What follows belongs to an exercise in optimizing a design on an open flow for small area; a production flow would make more cautious choices. Where RTL was checked, it was by simulation tests only, not by an equivalence proof against the original. Only the layout flow was run in run 5; the RTL was not checked for function there. Power and IR drop assume default switching activity.

==> flow/design.v <==
package ks_out_pkg;
  parameter int DEF_OP_W       = 32;
  parameter int DEF_LWE_COEF_W = 10;
  parameter int DEF_CORR_W     = 16;
  parameter int DEF_LBX          = 2;
  parameter int DEF_LWE_K        = 4;
  parameter int DEF_BATCH_PBS_NB = 3;
  parameter int DEF_USE_MEAN_COMP = 1;
  typedef enum logic [1:0] {
    COL_MASK,
    COL_LAST_MASK,
    COL_BODY,
    COL_DUMP
  } col_kind_e;
endpackage
`timescale 1ns/10ps
module ks_sync_fifo #(
  parameter int DEPTH = 2,
  parameter int WIDTH = 1
) (
  input  logic  clk,
  input  logic  s_rst_n,
  input  logic  flush_i,
  input  logic [WIDTH-1:0] in_data_i,
  input  logic  in_vld_i,
  output logic  in_rdy_o,
  output logic [WIDTH-1:0] out_data_o,
  output logic  out_vld_o,
  input  logic  out_rdy_i
);
  localparam int PTR_W = (DEPTH > 1) ? $clog2(DEPTH) : 1;
  localparam int CNT_W = $clog2(DEPTH + 1);
  logic [WIDTH-1:0] mem [DEPTH];
  logic [PTR_W-1:0] wr_ptr;
  logic [PTR_W-1:0] rd_ptr;
  logic [CNT_W-1:0] count;
  logic             wr_en;
  logic             rd_en;
  function automatic logic [PTR_W-1:0] ptr_next(input logic [PTR_W-1:0] ptr);
    ptr_next = (ptr == PTR_W'(DEPTH - 1)) ? '0 : ptr + 1'b1;
  endfunction
  assign in_rdy_o   = (count != CNT_W'(DEPTH));
  assign out_vld_o  = (count != '0);
  assign out_data_o = mem[rd_ptr];
  assign wr_en = in_vld_i & in_rdy_o;
  assign rd_en = out_vld_o & out_rdy_i;
  always_ff @(posedge clk) begin
    if (!s_rst_n || flush_i) begin
      wr_ptr <= '0;
      rd_ptr <= '0;
      count  <= '0;
    end else begin
      if (wr_en) begin
        wr_ptr <= ptr_next(wr_ptr);
      end
      if (rd_en) begin
        rd_ptr <= ptr_next(rd_ptr);
      end
      if (wr_en && !rd_en) begin
        count <= count + 1'b1;
      end else if (rd_en && !wr_en) begin
        count <= count - 1'b1;
      end
    end
  end
  always_ff @(posedge clk) begin
    if (wr_en) begin
      mem[wr_ptr] <= in_data_i;
    end
  end
endmodule
`timescale 1ns/10ps
module ks_lane_proc #(
  parameter int OP_W       = 32,
  parameter int LWE_COEF_W = 10,
  parameter int CORR_W     = 16,
  parameter int DEPTH      = 6,
  parameter int HAS_LAST   = 1
) (
  input  logic                  clk,
  input  logic                  s_rst_n,
  input  logic                  flush_i,
  input  logic                  wr_i,
  input  logic [OP_W-1:0]       data_i,
  input  logic                  last_pbs_i,
  input  logic                  mg_i,
  output logic                  mg_last_o,
  input  logic                  rd_sel_i,
  input  logic                  rd_i,
  output logic [LWE_COEF_W-1:0] rd_coef_o,
  output logic [CORR_W-1:0]     rd_corr_o,
  output logic                  rd_last_o
);
  localparam int ERR_W = OP_W - LWE_COEF_W;
  localparam int PTR_W = $clog2(DEPTH);
  logic [LWE_COEF_W-1:0] coef_q [DEPTH];
  logic [CORR_W-1:0]     corr_q [DEPTH];
  logic [DEPTH-1:0]      last_q;
  logic [PTR_W-1:0]      wr_ptr;
  logic [PTR_W-1:0]      mg_ptr;
  logic [PTR_W-1:0]      rd_ptr;
  logic                  low_zero;
  logic                  round_up;
  logic [LWE_COEF_W-1:0] coef;
  logic [CORR_W-1:0]     corr;
  function automatic logic [PTR_W-1:0] ptr_next(input logic [PTR_W-1:0] ptr);
    ptr_next = (ptr == PTR_W'(DEPTH - 1)) ? '0 : ptr + 1'b1;
  endfunction
  assign low_zero = (data_i[ERR_W-2:0] == '0);
  assign round_up = ~data_i[ERR_W-1] | low_zero;
  always_comb begin
    logic cy;
    cy = round_up;
    for (int i = 0; i < LWE_COEF_W; i++) begin
      coef[i] = ~data_i[ERR_W + i] ^ cy;
      cy      = cy & ~data_i[ERR_W + i];
    end
  end
  assign corr     = '0 - data_i[CORR_W-1:0];
  always_ff @(posedge clk) begin
    if (!s_rst_n || flush_i) begin
      wr_ptr <= '0;
      mg_ptr <= '0;
      rd_ptr <= '0;
    end else begin
      if (wr_i) wr_ptr <= ptr_next(wr_ptr);
      if (mg_i) mg_ptr <= ptr_next(mg_ptr);
      if (rd_i) rd_ptr <= ptr_next(rd_ptr);
    end
  end
  always_ff @(posedge clk) begin
    for (int i = 0; i < DEPTH; i++) begin
      if (wr_i && wr_ptr == PTR_W'(i)) begin
        coef_q[i] <= coef;
        corr_q[i] <= corr;
      end
    end
  end
  if (HAS_LAST != 0) begin : gen_last
    always_ff @(posedge clk) begin
      for (int i = 0; i < DEPTH; i++) begin
        if (wr_i && wr_ptr == PTR_W'(i)) begin
          last_q[i] <= last_pbs_i;
        end
      end
    end
    assign mg_last_o = last_q[mg_ptr];
    assign rd_last_o = last_q[rd_ptr];
  end else begin : gen_no_last
    assign last_q    = '0;
    assign mg_last_o = 1'b0;
    assign rd_last_o = 1'b0;
  end
  always_comb begin
    rd_coef_o = '0;
    rd_corr_o = '0;
    for (int i = 0; i < DEPTH; i++) begin
      if (rd_sel_i && rd_ptr == PTR_W'(i)) begin
        rd_coef_o = rd_coef_o | coef_q[i];
        rd_corr_o = rd_corr_o | corr_q[i];
      end
    end
  end
endmodule
`timescale 1ns/10ps
module ks_out_process #(
  parameter int OP_W          = ks_out_pkg::DEF_OP_W,
  parameter int LWE_COEF_W    = ks_out_pkg::DEF_LWE_COEF_W,
  parameter int CORR_W        = ks_out_pkg::DEF_CORR_W,
  parameter int LBX           = ks_out_pkg::DEF_LBX,
  parameter int LWE_K         = ks_out_pkg::DEF_LWE_K,
  parameter int BATCH_PBS_NB  = ks_out_pkg::DEF_BATCH_PBS_NB,
  parameter int USE_MEAN_COMP = ks_out_pkg::DEF_USE_MEAN_COMP
) (
  input  logic                     clk,
  input  logic                     s_rst_n,
  input  logic [LBX-1:0][OP_W-1:0] mult_data_i,
  input  logic [LBX-1:0]           mult_avail_i,
  input  logic [LBX-1:0]           mult_last_pbs_i,
  input  logic [OP_W-1:0]          body_data_i,
  input  logic                     body_vld_i,
  output logic                     body_rdy_o,
  input  logic                     restart_i,
  output logic [LWE_COEF_W-1:0]    lwe_coef_o,
  output logic [CORR_W-1:0]        lwe_corr_o,
  output logic                     lwe_vld_o,
  input  logic                     lwe_rdy_i,
  output logic                     loop_done_o,
  output logic                     ksk_rd_inc_o,
  output logic                     body_wr_o,
  output logic [OP_W-1:0]          body_wr_data_o
);
  localparam int DEPTH0 = 6;
  localparam int DEPTH1 = 7;
  localparam int OCNT_W = 4;
  logic                  restart_q;
  logic                  ksk_inc_s0;
  logic [1:0]            set;
  logic                  col_end;
  logic                  in_mask;
  logic                  in_body;
  logic [2:0]            vis;
  logic [2:0]            lcnt0;
  logic [2:0]            lcnt1;
  logic                  mg_lane;
  logic [1:0]            mg_cnt;
  logic [1:0]            rd_cnt;
  logic                  mg_vld;
  logic                  mg0, mg1;
  logic                  mg_last0, mg_last1;
  logic [OCNT_W-1:0]     ocnt;
  logic                  take;
  logic                  rd_lane;
  logic                  rd_set;
  logic                  rd0, rd1;
  logic [LWE_COEF_W-1:0] rd_coef0, rd_coef1;
  logic [CORR_W-1:0]     rd_corr0, rd_corr1;
  logic                  rd_last0, rd_last1;
  logic                  rd_last;
  logic [CORR_W-1:0]     rd_corr;
  logic [OP_W-1:0]       body;
  logic                  body_vld;
  logic                  body_s0;
  logic                  body_s1;
  logic                  body_s2;
  logic [OP_W-1:0]       data_s0;
  logic [OP_W-1:0]       body_diff;
  logic [OP_W-1:0]       body_s1_data;
  logic [OP_W-1:0]       body_s2_data;
  always_ff @(posedge clk) begin
    if (!s_rst_n) begin
      restart_q    <= 1'b0;
      ksk_inc_s0   <= 1'b0;
      ksk_rd_inc_o <= 1'b0;
    end else begin
      restart_q    <= restart_i;
      ksk_inc_s0   <= mult_avail_i[LBX-1] & mult_last_pbs_i[LBX-1];
      ksk_rd_inc_o <= ksk_inc_s0;
    end
  end
  assign col_end = mult_avail_i[0] & mult_last_pbs_i[0];
  assign in_mask = mult_avail_i[0] & (set != 2'd2);
  assign in_body = mult_avail_i[0] & (set == 2'd2);
  always_ff @(posedge clk) begin
    if (!s_rst_n || restart_q) begin
      set <= 2'd0;
    end else if (col_end) begin
      set <= (set == 2'd2) ? 2'd0 : set + 2'd1;
    end
  end
  always_ff @(posedge clk) begin
    if (!s_rst_n) begin
      vis <= '0;
    end else begin
      vis <= {vis[1:0], in_mask};
    end
  end
  ks_lane_proc #(
    .OP_W       (OP_W),
    .LWE_COEF_W (LWE_COEF_W),
    .CORR_W     (CORR_W),
    .DEPTH      (DEPTH0),
    .HAS_LAST   (1)
  ) u_lane0 (
    .clk        (clk),
    .s_rst_n    (s_rst_n),
    .flush_i    (restart_q),
    .wr_i       (in_mask),
    .data_i     (mult_data_i[0]),
    .last_pbs_i (mult_last_pbs_i[0]),
    .mg_i       (mg0),
    .mg_last_o  (mg_last0),
    .rd_sel_i   (~rd_lane),
    .rd_i       (rd0),
    .rd_coef_o  (rd_coef0),
    .rd_corr_o  (rd_corr0),
    .rd_last_o  (rd_last0)
  );
  ks_lane_proc #(
    .OP_W       (OP_W),
    .LWE_COEF_W (LWE_COEF_W),
    .CORR_W     (CORR_W),
    .DEPTH      (DEPTH1),
    .HAS_LAST   (0)
  ) u_lane1 (
    .clk        (clk),
    .s_rst_n    (s_rst_n),
    .flush_i    (restart_q),
    .wr_i       (in_mask),
    .data_i     (mult_data_i[1]),
    .last_pbs_i (mult_last_pbs_i[1]),
    .mg_i       (mg1),
    .mg_last_o  (mg_last1),
    .rd_sel_i   (rd_lane),
    .rd_i       (rd1),
    .rd_coef_o  (rd_coef1),
    .rd_corr_o  (rd_corr1),
    .rd_last_o  (rd_last1)
  );
  assign mg_vld = mg_lane ? (lcnt1 != '0) : (lcnt0 != '0);
  assign mg0    = mg_vld & ~mg_lane;
  assign mg1    = mg_vld &  mg_lane;
  always_ff @(posedge clk) begin
    if (!s_rst_n || restart_q) begin
      lcnt0   <= '0;
      lcnt1   <= '0;
      mg_lane <= 1'b0;
      mg_cnt  <= '0;
      ocnt    <= '0;
    end else begin
      lcnt0 <= lcnt0 + 3'(vis[2]) - 3'(mg0);
      lcnt1 <= lcnt1 + 3'(vis[2]) - 3'(mg1);
      if (mg_vld) begin
        if (mg_lane ? (mg_cnt == '0) : mg_last0) begin
          mg_lane <= ~mg_lane;
        end
        if (mg_lane) begin
          if (mg_cnt != '0) mg_cnt <= mg_cnt - 2'd1;
        end else if (!mg_last0) begin
          mg_cnt <= mg_cnt + 2'd1;
        end
      end
      ocnt <= ocnt + OCNT_W'(mg_vld) - OCNT_W'(take);
    end
  end
  assign lwe_vld_o = (ocnt != '0);
  assign take      = lwe_vld_o & lwe_rdy_i;
  assign rd0       = take & ~rd_lane;
  assign rd1       = take &  rd_lane;
  assign rd_last   = rd_lane ? (rd_cnt == '0) : rd_last0;
  assign lwe_coef_o = rd_coef1 | rd_coef0;
  assign rd_corr    = rd_corr1 | rd_corr0;
  assign lwe_corr_o = rd_corr;
  always_ff @(posedge clk) begin
    if (!s_rst_n || restart_q) begin
      rd_lane <= 1'b0;
      rd_set  <= 1'b0;
      rd_cnt  <= '0;
    end else if (take) begin
      if (rd_last) begin
        rd_lane <= ~rd_lane;
        if (rd_lane) rd_set <= ~rd_set;
      end
      if (rd_lane) begin
        if (rd_cnt != '0) rd_cnt <= rd_cnt - 2'd1;
      end else if (!rd_last0) begin
        rd_cnt <= rd_cnt + 2'd1;
      end
    end
  end
  always_ff @(posedge clk) begin
    if (!s_rst_n) begin
      loop_done_o <= 1'b0;
    end else begin
      loop_done_o <= take & rd_last & rd_lane & rd_set;
    end
  end
  ks_sync_fifo #(
    .DEPTH  (2),
    .WIDTH  (OP_W)
  ) u_body_fifo (
    .clk        (clk),
    .s_rst_n    (s_rst_n),
    .flush_i    (restart_q),
    .in_data_i  (body_data_i),
    .in_vld_i   (body_vld_i),
    .in_rdy_o   (body_rdy_o),
    .out_data_o (body),
    .out_vld_o  (body_vld),
    .out_rdy_i  (body_s0)
  );
  always_ff @(posedge clk) begin
    if (!s_rst_n) begin
      body_s0   <= 1'b0;
      body_s1   <= 1'b0;
      body_s2   <= 1'b0;
      body_wr_o <= 1'b0;
    end else begin
      body_s0   <= in_body;
      body_s1   <= body_s0;
      body_s2   <= body_s1;
      body_wr_o <= body_s2;
    end
  end
  assign body_diff = body - data_s0;
  always_ff @(posedge clk) begin
    data_s0        <= mult_data_i[0];
    body_s1_data   <= body_diff;
    body_s2_data   <= body_s1_data;
    body_wr_data_o <= body_s2_data;
  end
endmodule
==> flow/flow/run.sh <==
#!/bin/bash
# The standard layout (standard.sh), with two changes:
#  - the port buffers are plain buf_1 cells
#  - clock tree synthesis adds no dummy loads
set -euo pipefail
export BUFFER_PORTS_ARGS="-buffer_cell sky130_fd_sc_hd__buf_1"
export CTS_ARGS="-sink_clustering_enable -repair_clock_nets -sink_clustering_size 20 -sink_clustering_max_diameter 50 -buf_list sky130_fd_sc_hd__clkbuf_8 -dont_use_dummy_load"
bash standard.sh > standard.log 2>&1
==> flow/standard.sh <==
#!/bin/bash
# synth_recipe.tcl (not shown) runs the flow's synth.tcl, then flattens the netlist and writes it again
# the make line also repeats each setting of config.mk as NAME=value (left out here)
make -C /OpenROAD-flow-scripts/flow DESIGN_CONFIG=/design/flow/config.mk WORK_HOME=/design/flow/orfs CLKGATE_MAP_FILE= SYNTH_SCRIPT=/design/flow/synth_recipe.tcl "${@:-finish}"
==> flow/config.mk <==
export PLATFORM = sky130hd
export DESIGN_NAME = ks_out_process
export DESIGN_NICKNAME = ks_out_process
export VERILOG_FILES = /design/flow/design.v
export SDC_FILE = /design/flow/constraint.sdc
export NUM_CORES = 4
export LEC_CHECK = 0
export CAP_MARGIN = 20
export CORE_MARGIN = 2
export CORE_UTILIZATION = 60
export CTS_BUF_LIST = sky130_fd_sc_hd__clkbuf_8
export CTS_CLUSTER_DIAMETER = 50
export CTS_CLUSTER_SIZE = 20
export PLACE_DENSITY = 0.7
export SLEW_MARGIN = 20
==> flow/constraint.sdc <==
create_clock -name core_clock -period 5.0 [get_ports {clk}]
set_input_delay 1.0000 -clock core_clock [delete_from_list [all_inputs] [get_ports {clk}]]
set_output_delay 1.0000 -clock core_clock [all_outputs]
set_load 0.01 [all_outputs]
==> results_dict.tcl, run 1 <==
set metrics [dict create \
    synthToLayoutAreaGrowth_pct 9.26 \
    start_kind "register" \
    synth_flop_cell "edfxtp_1" \
    fin_area_sq_um 24200 \
    final_hold_viol_count 0 \
    switching_share_pct 26.2 \
    grt.overflow.total 0 \
    fmax_ghz 0.228 \
    ys_seq_area_share_pct 71.5 \
    placed_cell_area_sq_um 23600 \
    clock_latency_ps 620 \
    powerDensity_nw_per_um2 391 \
    synthArstFlopShare_pct 0 \
    postCtsSetupBuffers 0 \
    yosysWarnings 8 \
    power.leakage_nw 8.45 \
    root_buffer "clkbuf_8" \
    gp_congestion 0.877 \
    ys_ff_latch 586 \
    rsz0062_at_grt "no" \
    power_mw 9.45 \
    syn_area_per_cell_sq_um 14.6 \
    netlist_area_sq_um 22100 \
    min_path_type "register to register" \
    syn-instance-count 1518 \
    crit_required_ps 4000 \
    max_stage_delay_ps 830 \
    grt_antenna_before_repair 0 \
    num_rows 70 \
    gr-usage-all-layers_pct 27.6 \
    worstSetupPathType "register to output pin" \
    skew_ps 60.3 \
    antenna_cells 0 \
    cts_buffer_depth 3 \
    antenna_left 0 \
    wire_per_inst_um 24.2 \
    p_int_mw 6.97 \
    comb_power_share_pct 16.7 \
    path_max_fanout 26 \
    die_w_um 196 \
    path_delay_family "simple AND/OR/NAND/NOR gates" \
    num_vias 13400 \
    worst_pin_slew_ps 1020 \
    final_max_slew_viol_count 0 \
    grt_pass1_wl_um 77900 \
    fp.dieH_um 196 \
    final.setup.worst_slack_ps 610 \
    crit_buf_inv 1 \
    htree_levels 2 \
    dpl.hpwl_um 34000 \
    nNetsFinal 1890 \
    grt_max_degree 40 \
    crit_path_cell_trace "and2_1 -> ha_1 -> nor2b_4 -> a222oi_1 -> nand4_1 -> a211o_1 -> buf_1" \
    seq_power_share_pct 60.6 \
    drive_gt1_share_pct 8.58 \
    syn_nets 1692 \
    cts_made_buffers 44 \
    status "timing/DRC/antenna clean" \
    ctsHoldBuffers 0 \
    port_buffers 167 \
    synth-edff-count 408 \
    clockPowerShare_pct 22.7 \
    setup_tns_ps 0 \
    die-area_sq_um 38400 \
    initial_core_util_pct 60.7 \
    worstSetupEndpointType "output pin" \
    place_ws_ps 487 \
    synth_cell_type_count 63 \
    fp.coreArea_sq_um 36400 \
    crit_path_top_delay_cell "dfxtp_1" \
    maxCapViolCount 0 \
    fin_crit_sh_pct 87.8 \
    maxSlewHeadroom_pct 31.9 \
    boundaryPins 168 \
    utilization_pct 66.3 \
    clkTransAtPathRegs_ps 100 \
    worstPathArrival_ps 3390 \
    cts_tree "yes" \
    drc_errors 0 \
    first_global_vias 13100 \
    ir_drop_mv 0.294 \
    totalWireLength_um 52800 \
    dr.pass1.iters 7 \
    cts-resized-gates 0 \
    p_sw_mw 2.47 \
    drtIter0Drc 1414 \
    finalSetupViolCount 0 \
    via_per_inst 6.15 \
    finalCriticalPeriod_ps 4390 \
    numClockSinks 586 \
]
## area by class of cell
type | count | area, sq um
flip-flops and latches | 586 | 15800
fillers | 2682 | 12300
multi-input cells | 790 | 5880
repair buffers | 205 | 945
clock buffers | 44 | 606
well taps | 468 | 586
inverters | 89 | 334
## metrics by stage
step | cells | hold slack [ps]
after floorplan | 1518 | 310
after global placement | 2137 | 310
after detailed placement | 2138 | 312
after CTS | 2182 | 295
after global routing | 2182 | 291
final | 2182 | 292
## Yosys cell counts, drive strengths merged, types with 7 or more instances
| library cell | number | area share, % |
|---|---|---|
| and2 | 14 | 0.40 |
| nor2b | 7 | 0.23 |
| a221oi | 29 | 1.1 |
| dfxtp | 178 | 16 |
| nand2 | 69 | 1.2 |
| nor2 | 79 | 1.3 |
| a222oi | 29 | 1.3 |
| a21o | 13 | 0.44 |
| clkbuf | 37 | 0.63 |
| nand4 | 14 | 0.40 |
| nand3 | 34 | 0.77 |
| edfxtp | 408 | 55 |
| xor2 | 28 | 1.1 |
| a22o | 19 | 0.75 |
| buf | 16 | 0.35 |
| xnor2 | 43 | 1.7 |
| mux2i | 13 | 0.59 |
| and3 | 22 | 0.62 |
| inv | 89 | 1.5 |
| mux2 | 31 | 1.6 |
| nor3 | 33 | 0.75 |
| ha | 65 | 3.7 |
| o21ai | 33 | 0.76 |
| a21oi | 51 | 1.2 |
| nor4 | 15 | 0.45 |
| a22oi | 60 | 2.0 |
| nand2b | 10 | 0.28 |
## flip-flops by register name (all words and copies together) (netlist names), 4 cells and up, named ones only
register         cells
u_lane0.last_q       6
body_wr_data_o      32
ocnt                 4
u_lane1.coef_q      70
body_s1_data        32
u_lane0.corr_q      96
u_body_fifo.mem     64
u_lane0.coef_q      60
u_lane1.corr_q     112
data_s0             32
body_s2_data        32
## logic make-up (layout without fill, tap and decap cells)
family	Yosys count	in the layout	share of synthesized area, %
AO/OA/AOI/OAI	283	283	9.45
XOR/XNOR	71	71	2.81
AND/OR/NAND/NOR	321	321	7.32
flip-flops	586	586	71.5
adder cells (fa/ha/maj)	69	69	4.04
multiplexers	46	46	2.37
buffers and inverters	142	338	2.49
## routing by layer
| layer | share of wire (%) | vias up | global-route usage, % |
|---|---|---|---|
| li1 | - | 6107 | - |
| met1 | 41 | 6631 | 38.6 |
| met2 | 48 | 596 | 45.3 |
| met3 | 8.6 | 84 | 4.64 |
| met4 | 2.4 | 0 | 7.60 |
| met5 | 0 | - | 0 |
## final timing paths
kind	startpoint	cells past startpoint	endpoint	slack [ps]
hold / removal	body_s2_data[14]	0	body_wr_data_o[14]	290
setup reg to reg	register	10	body_s1_data[31]	1530
hold reg to reg	body_s2_data[14]	0	body_wr_data_o[14]	290
setup / recovery	u_lane0.rd_ptr[0]	7	lwe_corr_o[3]	610
## power by group through the flow
stage | clock [mW] | combinational (mW) | sequential (mW)
floorplan | 0 | 0.985 | 5.82
global placement | 0 | 1.53 | 5.83
detailed placement | 0 | 1.57 | 5.84
CTS | 2.20 | 1.58 | 5.73
global route | 2.35 | 1.73 | 5.76
finish | 2.15 | 1.57 | 5.73
## cells in the final DEF (no fill, tap or decap), types with 29 or more instances in the layout
master    count
a21oi_1      49
a221oi_1     29
o21ai_0      31
inv_1        89
edfxtp_1    408
nor2_1       74
xnor2_1      43
mux2_2       31
a22oi_1      60
a222oi_1     29
buf_1       167
buf_4        36
ha_1         65
clkbuf_8     44
nand3_1      34
nand2_1      69
dfxtp_1     178
==> inputs of run 2 (changes only) <==
==> flow/config.mk (replaced) <==
export PLATFORM = sky130hd
export DESIGN_NAME = ks_out_process
export DESIGN_NICKNAME = ks_out_process
export VERILOG_FILES = /design/flow/design.v
export SDC_FILE = /design/flow/constraint.sdc
export NUM_CORES = 4
export LEC_CHECK = 0
export CAP_MARGIN = 0
export CORE_MARGIN = 2
export CORE_UTILIZATION = 60
export GPL_TIMING_DRIVEN = 0
export PLACE_DENSITY = 0.7
export SLEW_MARGIN = 0
==> run 2 against run 1 <==
Non-clock buffer count increased by 60; largest cell class unchanged; still clean; critical endpoint is now lwe_coef_o[8]; via count rose by 4.3%; clock skew down 3.2 ps; sequential power is essentially flat; die area unchanged; first-iteration DRC count is 23% higher; highest routed layer unchanged; sequential share of layout area fell by 0.91 points; worst setup slack got worse by 470 ps; final cell count grew 2.7%; routed wire length increased by 8.4%; power increased by 0.76%; critical path type unchanged.
==> results_dict.tcl, run 2 <==
set metrics [dict create \
    cts_tree "yes" \
    power.leakage_nw 8.62 \
    synth_cell_type_count 63 \
    path_max_fanout 10 \
    synth-edff-count 408 \
    cts_made_buffers 44 \
    min_path_cells 0 \
    port_buffers 167 \
    syn-instance-count 1518 \
    largest_reg_flops 112 \
    clock_latency_ps 640 \
    clkTransAtPathRegs_ps 110 \
    dpl.cell_count 2198 \
    synth_compound_area_share_pct 9.45 \
    final_hold_viol_count 0 \
    postCtsSetupBuffers 0 \
    grt.overflow.total 0 \
    yosysWarnings 8 \
    die_w_um 196 \
    synth_top_area_share_pct 55.4 \
    grt_max_degree 30 \
    htree_levels 2 \
    fin_crit_sh_pct 97.2 \
    syn_area_per_cell_sq_um 14.6 \
    numClockSinks 586 \
    totalWireLength_um 57300 \
    status "timing/DRC/antenna clean" \
    powerDensity_nw_per_um2 388 \
    worstSetupPathType "register to output pin" \
    worstSetupEndpointType "output pin" \
    drc_errors 0 \
    skew_ps 57.0 \
    drive_gt1_share_pct 9.41 \
    stdcell_count 2242 \
    maxSlewHeadroom_pct 18.5 \
    nNetsFinal 1950 \
    fp.coreArea_sq_um 36400 \
    start_kind "register" \
    layout.cells.most_common_list "edfxtp_1 (408), dfxtp_1 (178), buf_1 (171), inv_1 (89), nor2_1 (76)" \
    cts_buffer_depth 3 \
    worst_pin_slew_ps 1220 \
    synth_top_area_cell "edfxtp_1" \
    num_rows 70 \
    rsz0062_at_grt "no" \
    min_path_type "register to register" \
    fp.dieH_um 196 \
    top_regs "u_lane1.corr_q: 112 flops, u_lane0.corr_q: 96 flops, u_lane1.coef_q: 70 flops" \
    hold_ws_ps 300 \
    gp_congestion 0.886 \
    num_vias 14000 \
    regMostFlops "u_lane1.corr_q" \
    mostFrequentLayoutCell "edfxtp_1" \
    synthXorXnorAreaFrac_pct 2.81 \
    ir_drop_mv 0.264 \
    ys_seq_area_share_pct 71.5 \
    synthAdderAreaFrac_pct 4.04 \
    via_per_inst 6.24 \
    synthSimpleGateAreaFrac_pct 7.32 \
    dpl.hpwl_um 40300 \
    ctsHoldBuffers 0 \
    first_global_vias 13400 \
    nFillCells 2688 \
    initial_core_util_pct 60.7 \
    boundaryPins 168 \
    rr_worst_depth 11 \
    root_buffer "clkbuf_8" \
    antenna_left 0 \
    wire_per_inst_um 25.6 \
    gr-usage-all-layers_pct 29.9 \
    netlist_area_sq_um 22100 \
    synthToLayoutAreaGrowth_pct 10.8 \
    finalSetupViolCount 0 \
    synth_flop_cell "edfxtp_1" \
    synthArstFlopShare_pct 0 \
    syn_nets 1692 \
    utilization_pct 67.2 \
    min_to "body_wr_data_o[15]" \
    drtIter0Drc 1737 \
    finalCriticalPeriod_ps 4860 \
    maxCapViolCount 0 \
    setup_tns_ps 0 \
    synthTopCellsByArea "edfxtp_1 (55%), dfxtp_1 (16%), ha_1 (3.7%), a22oi_1 (2.0%), xnor2_1 (1.7%)" \
    final_max_slew_viol_count 0 \
    worstPathArrival_ps 3860 \
    crit_required_ps 4000 \
    yosys.cell_count.top_type "edfxtp_1" \
    dr.pass1.iters 6 \
    synthTopCellsByCount "edfxtp_1 (408), dfxtp_1 (178), inv_1 (89)" \
    antenna_cells 0 \
    grt_pass1_wl_um 82700 \
    r2r_slack_ps 1110 \
    synth_top_family_by_area "compound AO/OA/AOI/OAI gates" \
    fmax_ghz 0.206 \
    min-delay-start "body_s2_data[15]" \
    die-area_sq_um 38400 \
    ys_ff_latch 586 \
    r2r_end "body_s1_data[31]" \
    synthMuxAreaShare_pct 2.37 \
    grt_antenna_before_repair 0 \
]
[run 2: changes by cell type in the layout (fill, tap and decap cells not counted), sizes merged]
cell    change
buf        +23
clkbuf     +37
[run 2: through the flow]
step	setup slack [ps]	power [mW]	cell area, sq um
global route	48.4	9.89	24500
detailed placement	15.5	7.43	23900
finish	141	9.52	24500
global placement	-3810	7.37	23300
floorplan	273	6.80	22100
CTS	37.9	9.56	24500
[run 2: cell families after synthesis]
family / count (synthesis)
flip-flops: 586
AND/OR/NAND/NOR: 321
AO/OA/AOI/OAI: 283
buffers and inverters: 142
XOR/XNOR: 71
adder cells (fa/ha/maj): 69
multiplexers: 46
[run 2: routing by layer]
| metal | share of wire, % | up-vias | GRT usage [%] |
|---|---|---|---|
| met5 | 0 | - | 0 |
| met4 | 3.9 | 0 | 12.7 |
| li1 | - | 6219 | - |
| met2 | 46 | 762 | 47.0 |
| met1 | 40 | 6868 | 41.1 |
| met3 | 10 | 148 | 6.10 |
[run 2: timing repair]
item | 4_1_cts | 5_1_grt
pin swaps | 0 | 0
gates resized for setup | 6 | 2
gates cloned | 0 | 0
setup endpoints to repair | 12 | 4
[run 2: power breakdown]
part	leakage [nW]	internal (mW)	switching (mW)	total, mW
combinational	3.09	0.608	1.03	1.64
clock	0.316	0.791	1.39	2.18
sequential	5.22	5.58	0.120	5.70
total	8.62	6.98	2.54	9.52
[run 2: area by class of cell]
cell class	count	area, sq um	area share (%)
buffer	53	221	0.904
clock buffer	44	606	2.47
inverter	89	334	1.36
multi-input combinational	790	5860	23.9
sequential	586	15800	64.5
tap	468	586	2.39
timing repair buffer	212	1080	4.41
[run 2: how the worst max path moves through the flow]
stage / slack [ps] / to / cells after the start / startpoint
finish: 140 / lwe_coef_o[8] / 7 / u_lane0.rd_ptr[2]
global route: 50 / lwe_coef_o[8] / 7 / u_lane0.rd_ptr[2]
floorplan: 270 / u_lane0.coef_q[2][0] / 3 / mult_avail_i[0]
detailed placement: 20 / u_lane1.coef_q[4][9] / 17 / mult_data_i[32]
CTS: 40 / lwe_corr_o[6] / 10 / u_lane0.rd_ptr[1]
global placement: -3810 / u_lane0.corr_q[2][13] / 4 / mult_avail_i[0]
[run 2: worst max-delay path, stage by stage (launching register included)]
cell and delay (ps):
dfxtp_1 310, buf_2 220, nor4b_2 1050, clkbuf_1 930, a22oi_1 150, and3_1 240
nand3_1 140, buf_1 170
==> inputs of run 3 (changes only) <==
--- a/flow/config.mk
+++ b/flow/config.mk
@@ -8,6 +8,5 @@
 export CAP_MARGIN = 0
 export CORE_MARGIN = 2
 export CORE_UTILIZATION = 60
-export GPL_TIMING_DRIVEN = 0
 export PLACE_DENSITY = 0.7
 export SLEW_MARGIN = 0
==> run 3 against run 2 <==
Still clean; design area decreased by 1.5%; area after synthesis is the same; die area is the same; routed wire length is 7.6% lower; final cell count fell by 2.7%; first-iteration DRC count decreased by 9.5%; sequential power barely moved; global-route usage is 2.4 points lower; non-clock buffer count is 61 lower; sequential cell count did not move; clock power barely moved; highest routed layer unchanged.
==> results_dict.tcl, run 3 <==
set metrics [dict create \
    synth-edff-count 408 \
    die_w_um 196 \
    ir_drop_mv 0.299 \
    setup_tns_ps 0 \
    fp.coreArea_sq_um 36400 \
    crit_required_ps 4000 \
    max_stage_delay_ps 820 \
    synth_cell_type_count 63 \
    gr-usage-all-layers_pct 27.5 \
    clkTransAtPathRegs_ps 110 \
    initial_core_util_pct 60.7 \
    htree_levels 2 \
    maxCapViolCount 0 \
    ctsHoldBuffers 0 \
    synth_top_area_cell "edfxtp_1" \
    largest_reg_flops 112 \
    final_max_slew_viol_count 0 \
    hold_ws_ps 289 \
    synthTopCellsByArea "edfxtp_1 (55%), dfxtp_1 (16%), ha_1 (3.7%), a22oi_1 (2.0%), xnor2_1 (1.7%)" \
    boundaryPins 168 \
    clock_latency_ps 620 \
    yosys.cell_count.top_type "edfxtp_1" \
    antenna_cells 0 \
    cts-resized-gates 0 \
    synth_top_area_share_pct 55.4 \
    via_per_inst 6.15 \
    synth_flop_cell "edfxtp_1" \
    crit_path_cell_trace "and2_1 -> ha_1 -> nor2b_4 -> a222oi_1 -> and3_1 -> nand3_1 -> buf_1" \
    powerDensity_nw_per_um2 392 \
    grt_antenna_before_repair 0 \
    finalCriticalPeriod_ps 4390 \
    gp_congestion 0.877 \
    numClockSinks 586 \
    syn_area_per_cell_sq_um 14.6 \
    grt_max_degree 40 \
    die-area_sq_um 38400 \
    top_regs "u_lane1.corr_q: 112 flops, u_lane0.corr_q: 96 flops, u_lane1.coef_q: 70 flops" \
    netlist_area_sq_um 22100 \
    drtIter0Drc 1572 \
    grt.overflow.total 0 \
    synthTopCellsByCount "edfxtp_1 (408), dfxtp_1 (178), inv_1 (89)" \
    ys_ff_latch 586 \
    fin_crit_sh_pct 87.8 \
    num_rows 70 \
    worstSetupPathType "register to output pin" \
    r2r_slack_ps 1520 \
    final.setup.worst_slack_ps 611 \
    fmax_ghz 0.228 \
    syn-instance-count 1518 \
    drc_errors 0 \
    drive_gt1_share_pct 8.52 \
    synthToLayoutAreaGrowth_pct 9.14 \
    mostFrequentLayoutCell "edfxtp_1" \
    first_global_vias 13000 \
    nNetsFinal 1889 \
    maxSlewHeadroom_pct 25.0 \
    regMostFlops "u_lane1.corr_q" \
    crit_path_top_delay_cell "nor2b_4" \
    port_buffers 167 \
    synthArstFlopShare_pct 0 \
    finalSetupViolCount 0 \
    dpl.hpwl_um 33800 \
    place_ws_ps 498 \
    rsz0062_at_grt "no" \
    cts_tree "yes" \
    antenna_left 0 \
    layout.cells.most_common_list "edfxtp_1 (408), dfxtp_1 (178), buf_1 (167), inv_1 (89), nor2_1 (74)" \
    placed_cell_area_sq_um 23500 \
    totalWireLength_um 53000 \
    num_vias 13400 \
    nFillCells 2689 \
    min_path_cells 0 \
    path_max_fanout 26 \
    rr_worst_depth 10 \
    ys_seq_area_share_pct 71.5 \
    worst_pin_slew_ps 1120 \
    startpoint "u_lane0.rd_ptr[0]" \
    worstSetupEndpointType "output pin" \
    cts_made_buffers 44 \
    power.leakage_nw 8.44 \
    dr.pass1.iters 5 \
    start_kind "register" \
    skew_ps 72.4 \
    crit_buf_inv 1 \
    path_delay_family "simple AND/OR/NAND/NOR gates" \
    grt_pass1_wl_um 77400 \
    status "timing/DRC/antenna clean" \
    postCtsSetupBuffers 0 \
    cp.depth 7 \
    power_mw 9.47 \
    wire_per_inst_um 24.3 \
    final_hold_viol_count 0 \
    r2r_end "body_s1_data[31]" \
    yosysWarnings 8 \
    root_buffer "clkbuf_8" \
    cts_buffer_depth 3 \
    fp.dieH_um 196 \
    syn_nets 1692 \
    min-delay-start "body_s2_data[14]" \
    min_path_type "register to register" \
    crit_end "lwe_coef_o[7]" \
    worstPathArrival_ps 3390 \
    fin_area_sq_um 24100 \
]
[run 3: cell counts after synthesis]
Identical to the previous run, type by type.
[run 3: routing by layer]
metal  global-route usage (%)  wire length (um)
met1                     38.5             21800
met2                     44.1             24900
met3                     4.76              4800
met4                     9.40              1520
met5                        0                 0
[run 3: cell type report]
class	instances	area, sq um	area share, %
clock buffer	44	606	2.51
inverter	89	334	1.38
multi-input combinational	790	5880	24.3
sequential	586	15800	65.5
tap	468	586	2.43
timing repair buffer	204	917	3.80
[run 3: cell families after synthesis]
group                      after synthesis  synth area share (%)
and+or+nand+nor                        321                  7.32
DFF                                    586                  71.5
adders and majority gates               69                  4.04
xor gates and xnor gates                71                  2.81
AOI/OAI and AO/OA                      283                  9.45
buffers and inverters                  142                  2.49
muxes                                   46                  2.37
[run 3: worst min path at each step]
stage               slack [ps]                  to
global placement           310    body_s2_data[30]
floorplan                  310     body_s2_data[0]
CTS                        290    body_s2_data[15]
global route               290  body_wr_data_o[14]
detailed placement         310    body_s2_data[29]
finish                     290  body_wr_data_o[14]
[run 3: power by group]
group | switching, mW | total (mW) | internal, mW | leakage, nW
registers | 0.145 | 5.73 | 5.58 | 5.22
logic | 0.976 | 1.57 | 0.596 | 2.90
clock network | 1.38 | 2.17 | 0.791 | 0.316
[run 3: through the flow]
stage,instances,util (%)
after CTS,2181,66.2
after global routing,2181,66.2
after detailed placement,2137,64.6
after floorplan,1518,-
final,2181,66.2
after global placement,2137,64.6
==> inputs of run 4 (changes only) <==
--- a/flow/config.mk
+++ b/flow/config.mk
@@ -7,6 +7,6 @@
 export LEC_CHECK = 0
 export CAP_MARGIN = 0
 export CORE_MARGIN = 2
-export CORE_UTILIZATION = 60
-export PLACE_DENSITY = 0.7
+export CORE_UTILIZATION = 70
+export PLACE_DENSITY = 0.8
 export SLEW_MARGIN = 0
==> run 4 against run 3 <==
Still clean on timing, DRC and antenna; design area fell by 0.40%; register-to-register slack lost 310 ps; combinational power about the same; first-iteration DRC count grew 26%; area after synthesis unchanged; sequential power about the same; critical endpoint is now lwe_corr_o[1].
==> results_dict.tcl, run 4 <==
set metrics [dict create \
    status "timing/DRC/antenna clean" \
    grt_antenna_before_repair 0 \
    cts_buffer_depth 3 \
    numClockSinks 586 \
    antenna_cells 0 \
    synthToLayoutAreaGrowth_pct 8.70 \
    initial_core_util_pct 70.6 \
    crit_required_ps 4000 \
    wire_per_inst_um 24.3 \
    dr.pass1.iters 6 \
    largest_reg_flops 112 \
    antenna_left 0 \
    rsz0062_at_grt "no" \
    seq_power_share_pct 60.8 \
    clock_latency_ps 610 \
    dpl.cell_count 2075 \
    clkTransAtPathRegs_ps 110 \
    yosysWarnings 8 \
    start_kind "register" \
    cts_made_buffers 42 \
    gp_congestion 0.895 \
    grt.overflow.total 0 \
    syn_nets 1692 \
    nFillCells 1921 \
    max_stage_delay_ps 720 \
    htree_levels 2 \
    synth_top_area_cell "edfxtp_1" \
    crit_buf_inv 4 \
    p_int_mw 6.94 \
    die-area_sq_um 33000 \
    ys_seq_area_share_pct 71.5 \
    fmax_ghz 0.226 \
    num_vias 13800 \
    setup_tns_ps 0 \
    cp_common_cell "inv_1" \
    ys_ff_latch 586 \
    powerDensity_nw_per_um2 391 \
    worstSetupPathType "register to output pin" \
    port_buffers 167 \
    layout.cells.most_common_list "edfxtp_1 (408), dfxtp_1 (178), buf_1 (167), inv_1 (89), nor2_1 (76)" \
    syn-instance-count 1518 \
    synth_cell_type_count 63 \
    hold_ws_ps 311 \
    final_hold_viol_count 0 \
    mostFrequentLayoutCell "edfxtp_1" \
    ctsHoldBuffers 0 \
    first_global_vias 13400 \
    maxCapViolCount 0 \
    syn_area_per_cell_sq_um 14.6 \
    min_path_type "register to register" \
    boundaryPins 168 \
    gr-usage-all-layers_pct 31.4 \
    fp.coreArea_sq_um 31300 \
    fin_crit_sh_pct 88.6 \
    top_regs "u_lane1.corr_q: 112 flops, u_lane0.corr_q: 96 flops, u_lane1.coef_q: 70 flops" \
    fp.dieH_um 182 \
    cts-resized-gates 0 \
    yosys.cell_count.top_type "edfxtp_1" \
    path_max_fanout 17 \
    drtIter0Drc 1974 \
    final_max_slew_viol_count 0 \
    drc_errors 0 \
    crit_path_cell_trace "inv_1 -> ha_1 -> and2_1 -> buf_4 -> a222oi_1 -> inv_1 -> a221oi_1 -> nand3_1 -> buf_1" \
    synth_flop_cell "edfxtp_1" \
    via_per_inst 6.50 \
    crit_path_top_delay_cell "dfxtp_1" \
    power.leakage_nw 8.44 \
    die_w_um 182 \
    drive_gt1_share_pct 8.51 \
    root_buffer "clkbuf_8" \
    clockPowerShare_pct 22.3 \
    maxSlewHeadroom_pct 24.5 \
    finalSetupViolCount 0 \
    stdcell_count 2117 \
    switching_share_pct 26.1 \
    skew_ps 79.8 \
    dpl.hpwl_um 33900 \
    cts_tree "yes" \
    comb_power_share_pct 16.9 \
    worstSetupEndpointType "output pin" \
    grt_pass1_wl_um 77600 \
    finalCriticalPeriod_ps 4430 \
    totalWireLength_um 51500 \
    num_rows 65 \
    grt_max_degree 33 \
    postCtsSetupBuffers 0 \
    worst_pin_slew_ps 1120 \
    synth-edff-count 408 \
    p_sw_mw 2.45 \
    worstPathArrival_ps 3430 \
    synthTopCellsByArea "edfxtp_1 (55%), dfxtp_1 (16%), ha_1 (3.7%), a22oi_1 (2.0%), xnor2_1 (1.7%)" \
    nNetsFinal 1891 \
    path_delay_family "buffers and inverters" \
    synth_top_area_share_pct 55.4 \
    regMostFlops "u_lane1.corr_q" \
    ir_drop_mv 0.304 \
    synthArstFlopShare_pct 0 \
    synthTopCellsByCount "edfxtp_1 (408), dfxtp_1 (178), inv_1 (89)" \
    netlist_area_sq_um 22100 \
]
==> run 4: changes by cell type in the layout (fill, tap and decap cells not counted), moves of 2 or more <==
cell,previous run,this run
nor2_1,74,76
clkbuf_8,44,42
nor2_2,4,2
buf_4,36,41
==> run 4: worst register-to-register path, delay by kind of cell, from the launching register on <==
family	cells	cell delay [ps]
mux	1	350
compound gates	3	990
fa+ha+maj	1	390
flops	1	930
xor+xnor	1	170
buf+inv	1	290
simple gates	3	590
==> run 4: cell families after synthesis <==
kind of cell | share of synthesized area [%]
AOI/OAI and AO/OA | 9.45
xor gates and xnor gates | 2.81
adders and majority gates | 4.04
and+or+nand+nor | 7.32
buffers and inverters | 2.49
DFF | 71.5
muxes | 2.37
==> run 4: path summary, 6_finish.rpt <==
kind,slack [ps],end,depth (start not counted),startpoint
min reg2reg,310,body_s2_data[11],0,body_s1_data[11]
max,570,lwe_corr_o[1],9,u_lane1.rd_ptr[2]
max reg2reg,1210,body_s1_data[26],10,register
min,310,body_s2_data[11],0,body_s1_data[11]
==> run 4: layout make-up <==
| cell class | count | area, sq um | share of cell area, % |
|---|---|---|---|
| Sequential cell | 586 | 15800 | 65.8 |
| Multi-Input combinational cell | 790 | 5870 | 24.4 |
| Timing Repair Buffer | 208 | 935 | 3.89 |
| Clock buffer | 42 | 578 | 2.40 |
| Tap cell | 402 | 503 | 2.09 |
| Inverter | 89 | 334 | 1.39 |
==> run 4: per-stage QoR <==
step | setup slack [ps] | utilization [%] | area, sq um | total power [mW]
floorplan | 273 | - | 22100 | 6.80
global placement | 788 | 74.9 | 23500 | 7.32
detailed placement | 598 | 74.9 | 23500 | 7.39
CTS | 567 | 76.8 | 24000 | 9.42
global route | 381 | 76.8 | 24000 | 9.79
finish | 572 | 76.8 | 24000 | 9.39
==> run 4: power groups by stage <==
stage / Clock (mW) / Sequential [mW] / Combinational, mW
2_1_floorplan: 0 / 5.82 / 0.985
3_3_place_gp: 0 / 5.81 / 1.51
3_5_place_dp: 0 / 5.82 / 1.57
4_1_cts: 2.13 / 5.71 / 1.58
5_1_grt: 2.30 / 5.75 / 1.74
6_report: 2.10 / 5.71 / 1.58
==> run 4: per-layer routing <==
metal	vias up	global-route usage (%)	wire length [um]
li1	6098	-	-
met1	6597	44.8	20000
met2	938	50.3	23900
met3	118	5.31	6010
met4	0	9.95	1600
met5	-	0	0
==> inputs of run 5 (changes only) <==
--- a/flow/design.v
+++ b/flow/design.v
@@ -201,7 +201,6 @@
   logic                  in_body;
   logic [2:0]            vis;
   logic [2:0]            lcnt0;
-  logic [2:0]            lcnt1;
   logic                  mg_lane;
   logic [1:0]            mg_cnt;
   logic [1:0]            rd_cnt;
@@ -297,19 +296,17 @@
     .rd_corr_o  (rd_corr1),
     .rd_last_o  (rd_last1)
   );
-  assign mg_vld = mg_lane ? (lcnt1 != '0) : (lcnt0 != '0);
+  assign mg_vld = mg_lane | (lcnt0 != '0);
   assign mg0    = mg_vld & ~mg_lane;
   assign mg1    = mg_vld &  mg_lane;
   always_ff @(posedge clk) begin
     if (!s_rst_n || restart_q) begin
       lcnt0   <= '0;
-      lcnt1   <= '0;
       mg_lane <= 1'b0;
       mg_cnt  <= '0;
       ocnt    <= '0;
     end else begin
       lcnt0 <= lcnt0 + 3'(vis[2]) - 3'(mg0);
-      lcnt1 <= lcnt1 + 3'(vis[2]) - 3'(mg1);
       if (mg_vld) begin
         if (mg_lane ? (mg_cnt == '0) : mg_last0) begin
           mg_lane <= ~mg_lane;
--- a/flow/config.mk
+++ b/flow/config.mk
@@ -7,6 +7,6 @@
 export LEC_CHECK = 0
 export CAP_MARGIN = 0
 export CORE_MARGIN = 2
-export CORE_UTILIZATION = 70
-export PLACE_DENSITY = 0.8
+export CORE_UTILIZATION = 60
+export PLACE_DENSITY = 0.7
 export SLEW_MARGIN = 0
==> run 5 against run 4 <==
Still clean on timing, DRC and antenna; synthesized cell count shrank 0.59%; power down 0.21%; clock-buffer cell count up 3; worst setup slack improved by 120 ps; design area about the same; critical path depth decreased by 1; final cell count is 2.5% higher; non-clock buffer count decreased by 1; sequential share of layout area fell by 0.26 points; critical endpoint is now lwe_corr_o[15]; highest routed layer is now met5.
==> results_dict.tcl, run 5 <==
set metrics [dict create \
    grt_antenna_before_repair 1 \
    dr.pass1.iters 6 \
    finalSetupViolCount 0 \
    cts_tree "yes" \
    fin_area_sq_um 24000 \
    fmax_ghz 0.232 \
    status "timing/DRC/antenna clean" \
    boundaryPins 168 \
    r2r_slack_ps 1550 \
    nNetsFinal 1874 \
    antenna_left 0 \
    rsz0062_at_grt "no" \
    min_path_cells 0 \
    drive_gt1_share_pct 9.52 \
    syn_nets 1680 \
    ys_seq_area_share_pct 71.5 \
    yosys.cell_count.top_type "edfxtp_1" \
    path_max_fanout 20 \
    final_max_slew_viol_count 0 \
    num_vias 13500 \
    initial_core_util_pct 60.6 \
    grt_pass1_wl_um 79000 \
    maxCapViolCount 0 \
    cts-resized-gates 0 \
    fin_crit_sh_pct 86.2 \
    regArea_sq_um 15800 \
    worstPathArrival_ps 3310 \
    grt_max_degree 34 \
    num_rows 70 \
    synthArstFlopShare_pct 0 \
    totalWireLength_um 53200 \
    worstSetupEndpointType "output pin" \
    r2r_end "body_s1_data[21]" \
    port_buffers 167 \
    cts_made_buffers 45 \
    setup_tns_ps 0 \
    first_global_vias 13200 \
    syn_area_per_cell_sq_um 14.6 \
    layout.cells.most_common_list "edfxtp_1 (408), dfxtp_1 (175), buf_1 (167), inv_1 (80), a22oi_1 (68)" \
    drtIter0Drc 1601 \
    rr_worst_depth 11 \
    ir_drop_mv 0.249 \
    yosysWarnings 8 \
    fp.dieH_um 196 \
    ys_ff_latch 583 \
    placed_cell_area_sq_um 23400 \
    fp.coreArea_sq_um 36300 \
    antenna_cells 0 \
    dpl.hpwl_um 34100 \
    hold_ws_ps 315 \
    synth_top_area_cell "edfxtp_1" \
    maxSlewHeadroom_pct 29.7 \
    die-area_sq_um 38300 \
    cts_buffer_depth 3 \
    grt.overflow.total 0 \
    stdcell_count 2169 \
    regMostFlops "u_lane1.corr_q" \
    drc_errors 0 \
    synth-edff-count 408 \
    min_path_type "register to register" \
    synthToLayoutAreaGrowth_pct 9.12 \
    worstSetupPathType "register to output pin" \
    numClockSinks 583 \
    nFillCells 2669 \
    finalCriticalPeriod_ps 4310 \
    gp_congestion 0.871 \
    clkTransAtPathRegs_ps 110 \
    syn-instance-count 1509 \
    synth_top_area_share_pct 55.6 \
    largest_reg_flops 112 \
    via_per_inst 6.20 \
    power.leakage_nw 8.36 \
    start_kind "register" \
    postCtsSetupBuffers 0 \
    synthTopCellsByCount "edfxtp_1 (408), dfxtp_1 (175), inv_1 (80)" \
    root_buffer "clkbuf_8" \
    min_to "body_s2_data[8]" \
    skew_ps 81.1 \
    synth_cell_type_count 59 \
    synthTopCellsByArea "edfxtp_1 (56%), dfxtp_1 (16%), ha_1 (3.6%), a22oi_1 (2.3%), mux2_2 (2.2%)" \
    final.setup.worst_slack_ps 690 \
    htree_levels 2 \
    ctsHoldBuffers 0 \
    powerDensity_nw_per_um2 390 \
    mostFrequentLayoutCell "edfxtp_1" \
    crit_required_ps 4000 \
    netlist_area_sq_um 22000 \
    top_regs "u_lane1.corr_q: 112 flops, u_lane0.corr_q: 96 flops, u_lane1.coef_q: 70 flops" \
    min-delay-start "body_s1_data[8]" \
    synth_flop_cell "edfxtp_1" \
    wire_per_inst_um 24.5 \
    clock_latency_ps 640 \
    dpl.cell_count 2124 \
    place_ws_ps 386 \
    gr-usage-all-layers_pct 28.1 \
    die_w_um 196 \
    final_hold_viol_count 0 \
    worst_pin_slew_ps 1050 \
    multi_input_area_sq_um 5850 \
]
run 5: metrics by stage:
| stage | util (%) | power [mW] |
|---|---|---|
| after global routing | 66.1 | 9.76 |
| after CTS | 66.1 | 9.43 |
| after detailed placement | 64.4 | 7.28 |
| after floorplan | - | 6.70 |
| after global placement | 64.4 | 7.24 |
| final | 66.1 | 9.37 |
run 5: layout make-up:
cell class / count / area share (%)
clock buffers: 45 / 2.58
inverters: 80 / 1.25
multi-input cells: 786 / 24.3
flip-flops and latches: 583 / 65.5
well taps: 468 / 2.44
repair buffers: 207 / 3.86
run 5: cell families (layout without fill, tap and decap cells):
kind of cell	Yosys count	after routing	synth area share, %
flops	583	583	71.5
simple gates	312	312	7.23
compound gates	283	283	9.41
buf+inv	140	332	2.41
xor+xnor	72	72	2.86
fa+ha+maj	66	66	3.85
mux	53	53	2.72
run 5: worst max-delay path by stage:
stage                           start  slack (ps)                   end  cells past startpoint
finish                        rd_lane         690        lwe_corr_o[15]                      8
global route                  rd_lane         550        lwe_corr_o[13]                      8
CTS                 u_lane1.rd_ptr[2]         700         lwe_corr_o[8]                      8
detailed placement    mult_data_i[39]         390  u_lane1.coef_q[0][9]                     16
global placement      mult_data_i[39]         560  u_lane1.coef_q[5][9]                     16
floorplan             mult_avail_i[0]         320  u_lane0.coef_q[2][0]                      3
run 5: metal layers:
metal	GRT usage [%]	vias to the layer above	routed length, um
li1	-	6076	-
met1	39.4	6507	21200
met2	44.6	783	24700
met3	5.13	85	5800
met4	9.78	2	1480
met5	0	-	12
run 5: critical path, cell delays in order, from the launching register on:
cell and delay [ps]:
dfxtp_1 540, buf_4 310, nand2_1 150, nor3_2 510, buf_4 460, a22oi_1 150
and4_1 210, nand3_1 170, buf_1 180
run 5: power by group:
| group | total (mW) | internal (mW) | switching, mW |
|---|---|---|---|
| Combinational | 1.48 | 0.547 | 0.934 |
| Clock | 2.20 | 0.807 | 1.39 |
| Sequential | 5.69 | 5.56 | 0.133 |
| Total | 9.37 | 6.91 | 2.46 |
==> inputs of run 6 (changes only) <==
--- a/flow/design.v
+++ b/flow/design.v
@@ -42,17 +42,14 @@
   assign in_rdy_o   = (count != CNT_W'(DEPTH));
   assign out_vld_o  = (count != '0);
   assign out_data_o = mem[rd_ptr];
+  assign wr_ptr     = rd_ptr + PTR_W'(count);
   assign wr_en = in_vld_i & in_rdy_o;
   assign rd_en = out_vld_o & out_rdy_i;
   always_ff @(posedge clk) begin
     if (!s_rst_n || flush_i) begin
-      wr_ptr <= '0;
       rd_ptr <= '0;
       count  <= '0;
     end else begin
-      if (wr_en) begin
-        wr_ptr <= ptr_next(wr_ptr);
-      end
       if (rd_en) begin
         rd_ptr <= ptr_next(rd_ptr);
       end
==> run 6 against run 5 <==
Die area decreased by 0.11%; worst setup slack got worse by 88 ps; maximum frequency decreased by 2.0%; still clean; sequential cell count decreased by 1; global-route usage decreased by 1.4 points; power decreased by 0.23%; critical path type unchanged; largest cell class unchanged; clock power about the same.
==> results_dict.tcl, run 6 <==
set metrics [dict create \
    status "timing/DRC/antenna clean" \
    synth_top_area_cell "edfxtp_1" \
    fp.dieH_um 196 \
    fmax_ghz 0.227 \
    max_stage_delay_ps 540 \
    synthArstFlopShare_pct 0 \
    totalWireLength_um 50500 \
    grt_max_degree 33 \
    fp.coreArea_sq_um 36300 \
    clockPowerShare_pct 23.8 \
    clock_latency_ps 650 \
    yosysWarnings 8 \
    switching_share_pct 25.9 \
    crit_path_cell_trace "and2_1 -> ha_1 -> and2_1 -> buf_4 -> a222oi_1 -> nand2_1 -> a221oi_1 -> nand3_1 -> buf_1" \
    seq_power_share_pct 60.8 \
    cts_tree "yes" \
    synth_top_area_share_pct 55.7 \
    die_w_um 196 \
    drive_gt1_share_pct 9.07 \
    rsz0062_at_grt "no" \
    synthTopCellsByCount "edfxtp_1 (408), dfxtp_1 (174), nand2_1 (105)" \
    worstSetupPathType "register to output pin" \
    crit_path_top_delay_cell "dfxtp_1" \
    gp_congestion 0.839 \
    comb_power_share_pct 15.5 \
    cp_common_cell "and2_1" \
    nNetsFinal 1881 \
    drc_errors 0 \
    powerDensity_nw_per_um2 389 \
    ys_ff_latch 582 \
    synth_flop_cell "edfxtp_1" \
    cts-resized-gates 0 \
    p_int_mw 6.93 \
    finalSetupViolCount 0 \
    crit_required_ps 4000 \
    via_per_inst 6.11 \
    setup_tns_ps 0 \
    num_rows 70 \
    num_vias 13300 \
    final.setup.worst_slack_ps 602 \
    cts_buffer_depth 3 \
    ir_drop_mv 0.252 \
    antenna_cells 0 \
    skew_ps 90.7 \
    worst_pin_slew_ps 1100 \
    layout.cells.most_common_list "edfxtp_1 (408), dfxtp_1 (174), buf_1 (167), nand2_1 (105), inv_1 (76)" \
    final_max_slew_viol_count 0 \
    final_hold_viol_count 0 \
    regMostFlops "u_lane1.corr_q" \
    drtIter0Drc 1418 \
    htree_levels 2 \
    grt_pass1_wl_um 75500 \
    initial_core_util_pct 60.5 \
    syn-instance-count 1512 \
    syn_nets 1683 \
    crit_buf_inv 2 \
    largest_reg_flops 112 \
    ys_seq_area_share_pct 71.5 \
    synthTopCellsByArea "edfxtp_1 (56%), dfxtp_1 (16%), ha_1 (3.6%), a222oi_1 (2.1%), mux2_2 (1.9%)" \
    dr.pass1.iters 7 \
    stdcell_count 2176 \
    min_path_type "register to register" \
    top_regs "u_lane1.corr_q: 112 flops, u_lane0.corr_q: 96 flops, u_lane1.coef_q: 70 flops" \
    p_sw_mw 2.42 \
    grt_antenna_before_repair 0 \
    antenna_left 0 \
    cts_made_buffers 47 \
    maxCapViolCount 0 \
    start_kind "register" \
    postCtsSetupBuffers 0 \
    fin_crit_sh_pct 88.0 \
    nFillCells 2628 \
    path_delay_family "simple AND/OR/NAND/NOR gates" \
    syn_area_per_cell_sq_um 14.6 \
    mostFrequentLayoutCell "edfxtp_1" \
    path_max_fanout 16 \
    numClockSinks 582 \
    worstSetupEndpointType "output pin" \
    netlist_area_sq_um 22000 \
    first_global_vias 13100 \
    gr-usage-all-layers_pct 26.6 \
    finalCriticalPeriod_ps 4400 \
    synth-edff-count 408 \
    root_buffer "clkbuf_8" \
    grt.overflow.total 0 \
    yosys.cell_count.top_type "edfxtp_1" \
    maxSlewHeadroom_pct 26.8 \
    boundaryPins 168 \
    dpl.hpwl_um 32300 \
    port_buffers 167 \
    dpl.cell_count 2129 \
    ctsHoldBuffers 0 \
    clkTransAtPathRegs_ps 100 \
    place_ws_ps 500 \
    die-area_sq_um 38200 \
    synthToLayoutAreaGrowth_pct 9.18 \
    wire_per_inst_um 23.2 \
    power.leakage_nw 8.47 \
    worstPathArrival_ps 3400 \
    synth_cell_type_count 65 \
]
[run 6: area by class of cell]
type	instances	area (sq um)	area share (%)
clock buffer	47	647	2.69
inverter	76	285	1.19
multi-input combinational	790	5800	24.1
sequential	582	15700	65.5
tap	468	586	2.44
timing repair buffer	213	972	4.05
[run 6: worst paths after layout]
check | slack (ps) | to | cells after the start | from
worst min-delay path | 300 | body_s2_data[26] | 0 | body_s1_data[26]
worst min register to register | 300 | body_s2_data[26] | 0 | body_s1_data[26]
worst max register to register | 1300 | body_s1_data[31] | 9 | register
worst max-delay path | 600 | lwe_corr_o[11] | 9 | u_lane1.rd_ptr[1]
[run 6: per-stage QoR]
stage          power [mW]  hold slack (ps)  instance area (sq um)  util (%)
2_1_floorplan        6.69              310                  22000         -
3_3_place_gp         7.20              310                  23400      64.3
3_5_place_dp         7.24              312                  23400      64.3
4_1_cts              9.42              299                  24000      66.1
5_1_grt              9.74              304                  24000      66.1
6_report             9.35              297                  24000      66.1
[run 6: layer usage]
layer,vias to the layer above,track usage [%],routed length (um)
met5,-,0,0
li1,6065,-,-
met1,6495,37.2,20700
met4,0,9.58,1510
met2,645,42.8,23600
met3,95,4.44,4700
[run 6: worst register-to-register path, stage by stage (launching register included)]
cell	delay, ps
dfxtp_1	910
mux2_2	440
ha_1	330
o211ai_1	200
a21oi_1	110
o31ai_2	380
a31oi_1	240
a211o_1	460
o31a_1	380
xnor2_1	130
[run 6: power by group through the flow]
stage | sequential (mW) | clock, mW | combinational (mW)
2_1_floorplan | 5.79 | 0 | 0.905
3_3_place_gp | 5.78 | 0 | 1.41
3_5_place_dp | 5.79 | 0 | 1.45
4_1_cts | 5.68 | 2.28 | 1.45
5_1_grt | 5.72 | 2.43 | 1.59
6_report | 5.68 | 2.22 | 1.45
[run 6: cells by family after synthesis]
group / count (synthesis) / synth area share (%)
flip-flops: 582 / 71.5
AND/OR/NAND/NOR: 327 / 7.14
AO/OA/AOI/OAI: 272 / 9.37
buffers and inverters: 140 / 2.59
XOR/XNOR: 74 / 2.95
adder cells (fa/ha/maj): 66 / 3.86
multiplexers: 51 / 2.59
==> inputs of run 7 (changes only) <==
==> flow/flow/run.sh (replaced) <==
#!/bin/bash
# The standard layout (standard.sh), with two changes:
#  - the port buffers are plain buf_1 cells
#  - clock tree synthesis adds no dummy loads
set -euo pipefail
export BUFFER_PORTS_ARGS="-buffer_cell sky130_fd_sc_hd__buf_1"
export CTS_ARGS="-sink_clustering_enable -repair_clock_nets -sink_clustering_size 20 -sink_clustering_max_diameter 65 -buf_list sky130_fd_sc_hd__clkbuf_8 -dont_use_dummy_load"
bash standard.sh > standard.log 2>&1
==> run 7 against run 6 <==
Non-clock buffer count stayed put; sequential cell count stayed put; critical path depth stayed put; worst setup slack worse by 40 ps; clock skew is 35 ps lower.
==> results_dict.tcl, run 7 <==
set metrics [dict create \
    setup_tns_ps 0 \
    multi_input_area_sq_um 5800 \
    final_hold_viol_count 0 \
    syn-instance-count 1512 \
    placed_cell_area_sq_um 23400 \
    synthArstFlopShare_pct 0 \
    num_rows 70 \
    drc_errors 0 \
    min_to "body_wr_data_o[21]" \
    fmax_ghz 0.225 \
    worst_pin_slew_ps 1100 \
    cts_tree "yes" \
    rr_worst_depth 10 \
    port_buffers 167 \
    clkTransAtPathRegs_ps 120 \
    gr-usage-all-layers_pct 26.5 \
    num_vias 13200 \
    crit_path_cell_trace "and2_1 -> ha_1 -> and2_1 -> buf_4 -> a222oi_1 -> nand2_1 -> a221oi_1 -> nand3_1 -> buf_1" \
    hold_ws_ps 312 \
    antenna_left 0 \
    dpl.hpwl_um 32300 \
    min-delay-start "body_s2_data[21]" \
    drive_gt1_share_pct 8.49 \
    maxSlewHeadroom_pct 26.4 \
    htree_levels 2 \
    synth-edff-count 408 \
    fin_area_sq_um 23900 \
    rsz0062_at_grt "no" \
    finalCriticalPeriod_ps 4440 \
    status "timing/DRC/antenna clean" \
    start_kind "register" \
    powerDensity_nw_per_um2 381 \
    gp_congestion 0.839 \
    mostFrequentLayoutCell "edfxtp_1" \
    drtIter0Drc 1453 \
    boundaryPins 168 \
    synth_top_area_share_pct 55.7 \
    ys_seq_area_share_pct 71.5 \
    grt.overflow.total 0 \
    r2r_end "body_s1_data[30]" \
    numClockSinks 582 \
    min_path_type "register to register" \
    max_stage_delay_ps 560 \
    nFillCells 2648 \
    synth_cell_type_count 65 \
    cts_made_buffers 36 \
    grt_max_degree 33 \
    dr.pass1.iters 9 \
    first_global_vias 13000 \
    syn_area_per_cell_sq_um 14.6 \
    ctsHoldBuffers 0 \
    die_w_um 196 \
    cp_common_cell "and2_1" \
    fin_crit_sh_pct 88.8 \
    synthTopCellsByCount "edfxtp_1 (408), dfxtp_1 (174), nand2_1 (105)" \
    worstSetupEndpointType "output pin" \
    synthTopCellsByArea "edfxtp_1 (56%), dfxtp_1 (16%), ha_1 (3.6%), a222oi_1 (2.1%), mux2_2 (1.9%)" \
    yosys.cell_count.top_type "edfxtp_1" \
    regArea_sq_um 15700 \
    layout.cells.most_common_list "edfxtp_1 (408), dfxtp_1 (174), buf_1 (167), nand2_1 (105), inv_1 (76)" \
    netlist_area_sq_um 22000 \
    yosysWarnings 8 \
    final_max_slew_viol_count 0 \
    die-area_sq_um 38200 \
    clock_latency_ps 620 \
    min_path_cells 0 \
    initial_core_util_pct 60.5 \
    ir_drop_mv 0.296 \
    maxCapViolCount 0 \
    antenna_cells 0 \
    worstSetupPathType "register to output pin" \
    skew_ps 55.5 \
    grt_antenna_before_repair 0 \
    cts-resized-gates 0 \
    r2r_slack_ps 1250 \
    synth_top_area_cell "edfxtp_1" \
    nNetsFinal 1870 \
    finalSetupViolCount 0 \
    root_buffer "clkbuf_8" \
    synthToLayoutAreaGrowth_pct 8.49 \
    top_regs "u_lane1.corr_q: 112 flops, u_lane0.corr_q: 96 flops, u_lane1.coef_q: 70 flops" \
    wire_per_inst_um 23.2 \
    cts_buffer_depth 3 \
    fp.dieH_um 196 \
    synth_flop_cell "edfxtp_1" \
    via_per_inst 6.12 \
    postCtsSetupBuffers 0 \
    crit_path_top_delay_cell "dfxtp_1" \
    path_max_fanout 16 \
    syn_nets 1683 \
    crit_required_ps 4000 \
    regMostFlops "u_lane1.corr_q" \
    totalWireLength_um 50300 \
    power.leakage_nw 8.39 \
    ys_ff_latch 582 \
    grt_pass1_wl_um 75100 \
    worstPathArrival_ps 3440 \
    fp.coreArea_sq_um 36300 \
    largest_reg_flops 112 \
]
-- run 7: cell counts after synthesis --
Identical to the previous run, type by type.
-- run 7: cells by family after synthesis --
kind of cell	share of synthesized area, %
compound gates	9.37
xor+xnor	2.95
fa+ha+maj	3.86
buf+inv	2.59
flops	71.5
mux	2.59
simple gates	7.14
-- run 7: cell type report --
type,count,area share [%]
inverters,76,1.20
flip-flops and latches,582,65.9
multi-input cells,790,24.3
well taps,468,2.45
clock buffers,36,2.08
repair buffers,213,4.07
-- run 7: metrics by stage --
step / power (mW) / cells / worst slack [ps] / utilization [%]
finish: 9.10 / 2165 / 562 / 65.7
global route: 9.48 / 2165 / 415 / 65.7
CTS: 9.17 / 2165 / 562 / 65.7
detailed placement: 7.24 / 2129 / 500 / 64.3
global placement: 7.20 / 2129 / 623 / 64.3
floorplan: 6.69 / 1512 / 322 / -
-- run 7: worst max path at each step --
stage,depth (start not counted),from,end,slack (ps)
2_1_floorplan,3,mult_avail_i[0],u_lane0.coef_q[2][0],320
3_3_place_gp,15,mult_data_i[37],u_lane1.coef_q[1][9],620
3_5_place_dp,15,mult_data_i[35],u_lane1.coef_q[4][9],500
4_1_cts,9,u_lane1.rd_ptr[1],lwe_corr_o[11],560
5_1_grt,9,u_lane1.rd_ptr[1],lwe_corr_o[13],410
6_report,9,u_lane1.rd_ptr[1],lwe_corr_o[12],560
-- run 7: layer usage --
| layer | global-route usage, % | vias to the layer above | wire length (um) |
|---|---|---|---|
| li1 | - | 6038 | - |
| met3 | 4.25 | 95 | 4770 |
| met4 | 9.58 | 0 | 1500 |
| met1 | 37.0 | 6452 | 20500 |
| met2 | 42.6 | 660 | 23500 |
| met5 | 0 | - | 0 |
-- run 7: critical path: cells and delay by family, from the launching register on --
kind            cells  cell delay, ps
fa+ha+maj           1             200
simple gates        4             890
compound gates      2             670
flops               1             560
buf+inv             2             500
-- run 7: power by group --
part	internal (mW)	leakage (nW)	total, mW	switching [mW]
clock network	0.655	0.259	1.98	1.32
logic	0.530	2.95	1.45	0.916
registers	5.56	5.19	5.68	0.122

separate check: timing with driven ports:
The flow's constraints put no driver on any port. The routed layouts listed below were extracted and timed again, unchanged, in two steps. Step 1 (the two cells are an assumption about what drives the block):
set clk [get_ports {clk}]
set_driving_cell -lib_cell sky130_fd_sc_hd__clkbuf_16 $clk
set_driving_cell -lib_cell sky130_fd_sc_hd__buf_2 [delete_from_list [all_inputs] $clk]
Step 2 adds t to the input delays and takes it off the output delays; t is the mean of the earliest and latest rising clock arrival at the registers after step 1. Input paths then give back, and output paths get back, about the clock's delay inside the block. a / b / c = ideal / step 1 / step 2; a / b = the first two.
run	shift t [ns]	slack for setup (ns)	worst hold slack (ns)	worst slew at a driven data input, ns
run 1	0.641	0.610 / 0.556 / 0.430	0.292 / 0.292 / 0.292	0.06
run 2	0.672	0.141 / 0.090 / -0.077	0.300 / 0.300 / 0.300	0.07
run 3	0.641	0.611 / 0.556 / 0.418	0.289 / 0.289 / 0.289	0.06
run 4	0.614	0.572 / 0.522 / 0.585	0.311 / 0.311 / 0.311	0.06
run 5	0.656	0.690 / 0.638 / 0.331	0.315 / 0.315 / 0.315	0.07
run 6	0.665	0.602 / 0.550 / 0.452	0.297 / 0.297 / 0.297	0.06
run 7	0.641	0.562 / 0.512 / 0.427	0.312 / 0.312 / 0.312	0.06
With both steps, setup timing fails in run 2, where it was met with ideal ports. For run 5, which loses most, drivers alone change the setup slack by -0.052 ns; drivers and shift together by -0.359 ns.
